This design comes from an exercise in tuning for a short achievable clock period and few clock cycles on the open sky130 flow, not from production work. In this exercise RTL edits were held to simulation tests only and were not proved equivalent to the original. Power and IR drop assume default switching activity.

==> run a: inputs <==
Design multicast_fifo_flow_control, start of the top module:
module multicast_fifo_flow_control #(
   parameter int MAX_CONSUMERS = 8,
   parameter int DEPTH = 16,
   parameter int SCALE = 16
) (
   input  logic                                clock,
   input  logic                                reset,
   input  logic                                req_valid,
   output logic                                req_stall,
   input  logic [53:0]                         req_data,
   output logic                                rsp_valid,
   input  logic                                rsp_stall,
   output logic [35:0]                         rsp_data,
   input  logic                                csr_valid,
   output logic                                csr_ready,
   input  logic [mcf_pkg::CSR_IDX_W-1:0]       csr_index,
   input  logic [mcf_pkg::CSR_DATA_W-1:0]      csr_data
);
==> flow/config.mk <==
export PLATFORM = sky130hd
export DESIGN_NAME = multicast_fifo_flow_control
export DESIGN_NICKNAME = multicast_fifo_flow_control
export VERILOG_FILES = /design/flow/design.v
export SDC_FILE = /design/flow/constraint.sdc
export NUM_CORES = 4
export LEC_CHECK = 0
export CAP_MARGIN = 20
export CORE_MARGIN = 2
export CORE_UTILIZATION = 40
export SETUP_SLACK_MARGIN = 4.4
export SLEW_MARGIN = 20
export TNS_END_PERCENT = 10
==> flow/constraint.sdc <==
create_clock -name core_clock -period 7.0 [get_ports {clock}]
set_input_delay 1.4000 -clock core_clock [delete_from_list [all_inputs] [get_ports {clock}]]
set_output_delay 1.4000 -clock core_clock [all_outputs]
set_load 0.01 [all_outputs]
run.sh (not shown) runs the stock make flow with config.mk's settings and CLKGATE_MAP_FILE= SYNTH_SCRIPT=/design/flow/synth_recipe.tcl, a recipe that flattens the netlist after the stock synthesis.
==> inputs of run b, as changes to run a <==
--- a/flow/design.v
+++ b/flow/design.v
@@ -201,11 +201,11 @@
       for (int j = 0; j < 8; j++) begin
          logic [15:0] u;
          u = U[j*16 +: 16];
          hd[j] = |(u & h);
          nz[j] = |u;
-         ej[j*16 +: 16] = (u & ~rotl1(u)) | ((&u) ? h : 16'd0);
+         ej[j*16 +: 16] = u & (~rotl1(u) | t);
          is0[j] = (ocnt[j*8 +: 8] == 8'd0);
          is1[j] = (ocnt[j*8 +: 8] == 8'd1);
       end
       Uc = '0;
       e = '0;
@@ -228,24 +228,23 @@
       closed_f1 = (opc[3:1] == 3'd0) || (cc == 4'd1);
       tk = full ? 16'd0 : t;
       Aset = f0 & ~tk;
       R1 = h | run_from(rotl1(h), Aset);
       R2 = run_from(h, f1 & ~tk);
-      Rf = run_from(h, Aset);
+      Rf = R1;    
       allA = &(Aset | h);
       allB = &(f1 & ~tk);
       allF = &Aset;
       Ah = |(Aset & h);
       eA = rotl1(R1) & ~R1;
       eB = rotl1(R2) & ~R2;
-      eF = rotl1(Rf) & ~Rf;
+      eF = eA;
       tn = rotl1(t);
       selA = q_pull_f && |(c0oh & hd) && f1h;
       selB = q_close_f && |(c0oh & kl & hd);
       selC = q_push_f && empty && (opc == 4'd0);
-      F = (selA ? R1 : 16'd0) | (selB ? R2 : 16'd0) | (selC ? t : 16'd0)
-          | (fix ? Rf : 16'd0);
+      F = ((selA || (fix && Ah)) ? R1 : 16'd0) | (selB ? R2 : 16'd0) | (selC ? t : 16'd0);
       noF = !(selA || (selB && f1h) || selC || (fix && Ah));
       gA = selA && !allA;
       gB = selB && f1h && !allB;
       gC = selC;
       gF = fix && Ah && !allF;
Settings changed: CAP_MARGIN 20 to 50, SLEW_MARGIN 20 to 50.
==> inputs of run c, as changes to run a <==
--- a/flow/design.v
+++ b/flow/design.v
@@ -201,11 +201,11 @@
       for (int j = 0; j < 8; j++) begin
          logic [15:0] u;
          u = U[j*16 +: 16];
          hd[j] = |(u & h);
          nz[j] = |u;
-         ej[j*16 +: 16] = (u & ~rotl1(u)) | ((&u) ? h : 16'd0);
+         ej[j*16 +: 16] = u & (~rotl1(u) | t);
          is0[j] = (ocnt[j*8 +: 8] == 8'd0);
          is1[j] = (ocnt[j*8 +: 8] == 8'd1);
       end
       Uc = '0;
       e = '0;
@@ -228,24 +228,23 @@
       closed_f1 = (opc[3:1] == 3'd0) || (cc == 4'd1);
       tk = full ? 16'd0 : t;
       Aset = f0 & ~tk;
       R1 = h | run_from(rotl1(h), Aset);
       R2 = run_from(h, f1 & ~tk);
-      Rf = run_from(h, Aset);
+      Rf = R1;    
       allA = &(Aset | h);
       allB = &(f1 & ~tk);
       allF = &Aset;
       Ah = |(Aset & h);
       eA = rotl1(R1) & ~R1;
       eB = rotl1(R2) & ~R2;
-      eF = rotl1(Rf) & ~Rf;
+      eF = eA;
       tn = rotl1(t);
       selA = q_pull_f && |(c0oh & hd) && f1h;
       selB = q_close_f && |(c0oh & kl & hd);
       selC = q_push_f && empty && (opc == 4'd0);
-      F = (selA ? R1 : 16'd0) | (selB ? R2 : 16'd0) | (selC ? t : 16'd0)
-          | (fix ? Rf : 16'd0);
+      F = ((selA || (fix && Ah)) ? R1 : 16'd0) | (selB ? R2 : 16'd0) | (selC ? t : 16'd0);
       noF = !(selA || (selB && f1h) || selC || (fix && Ah));
       gA = selA && !allA;
       gB = selB && f1h && !allB;
       gC = selC;
       gF = fix && Ah && !allF;
==> comparison <==
- Power: run b < run a < run c.
- In run a the worst hold slack is higher than in run b, by 6.9 ps.
- The highest setup slack belongs to run c, the lowest to run b.
- Between run b and run c, the lower final area is in run b (gap about 2%, measured against run c).
- Non-clock buffer count, lowest first: run b, run c, run a.
- Clock skew, highest first: run c, run b, run a.
- The lowest first-iteration DRC count belongs to run c, the highest to run a.
- Synthesized area is the same in run b and run c.
- Run a completed without violations. Run c completed without violations. Run b finished with timing, DRC and antenna clean.
- Combinational power is about the same in run b and run a.
- Register-to-register slack: run c is higher than run b (110 ps).
==> figures <==
metric                                                                  run a         run c         run b
Run status                                   no timing/DRC/antenna violations  no timing/DRC/antenna violations  no timing/DRC/antenna violations
First-pass GRT wire length                                             810 mm        771 mm        765 mm
Met1 demand-to-capacity share in global routing                         0.377         0.373         0.371
Area of all placed cells without fillers                         179000 sq um  175000 sq um  172000 sq um
P_comb                                                                1530 uW       1610 uW       1550 uW
Number of tap instances                                                  4994          4950          4950
Number of global-route vias before repair                              114000        109000        109000
Starting utilization of the core area                                   0.401         0.402         0.402
Clock-cell share of area                                               0.0643        0.0678        0.0663
Proportion of layout cells with a drive suffix above 1                  0.161         0.145         0.117
Required time reported for the critical path endpoint                 7900 ps       7610 ps       7860 ps
Drt first-iter violations                                               16400         12800         13300
Worst reg2reg path startpoint                                            h[0]         U[55]         h[12]
Setup clock skew after layout                                         48.4 ps       90.3 ps       81.9 ps
Max stage delay on crit path                                           510 ps        680 ps        550 ps
Fill count                                                              33700         33300         33800
Transition time at the pin with the least slew margin                 1310 ps       1210 ps        874 ps
Sequential share of the synthesized area                                0.527         0.535         0.535
Number of standard cells in the layout, taps in and fillers out         19500         19300         19100
Post-synthesis mux area share                                         0.00718       0.00811       0.00811
Area of the die                                                  381000 sq um  375000 sq um  375000 sq um
Total met3 wirelength after detailed routing                          62.9 mm       51.6 mm       50.6 mm
Testbench counts of run a, summed over its fixed seeds: cycles 3,256.
Testbench counts of run b, summed over its fixed seeds: cycles 3,256.
Testbench counts of run c, summed over its fixed seeds: cycles 3,256.

separate check: timing with driven ports:
The results above use ideal ports. As a check the final layouts listed here were re-extracted and re-timed, cells and wires unchanged.
Step 1 assumes that a clkbuf_16 drives the clock port and a buf_2 every other input.
Step 2 adds t to the input delays and takes it off the output delays; t is the mean of the earliest and latest rising clock arrival at the registers after step 1. Input paths then give back, and output paths get back, about the clock's delay inside the block.
Three values: ideal, step 1, step 2; two values: the first two.
run | t, ns | setup slack, ns | hold WS [ns] | worst setup path at the end
run a | 1.071 | 3.853 / 3.853 / 3.014 | 0.319 / 0.319 / 0.319 | input to register
run b | 1.031 | 3.747 / 3.747 / 3.358 | 0.312 / 0.312 / 0.312 | input to register
run c | 1.036 | 3.854 / 3.854 / 3.287 | 0.313 / 0.313 / 0.313 | input to register
After both steps every run listed still meets setup and hold. The setup slack of run a, which loses most, moves by 0.000 ns with the drivers and by -0.839 ns with both steps.
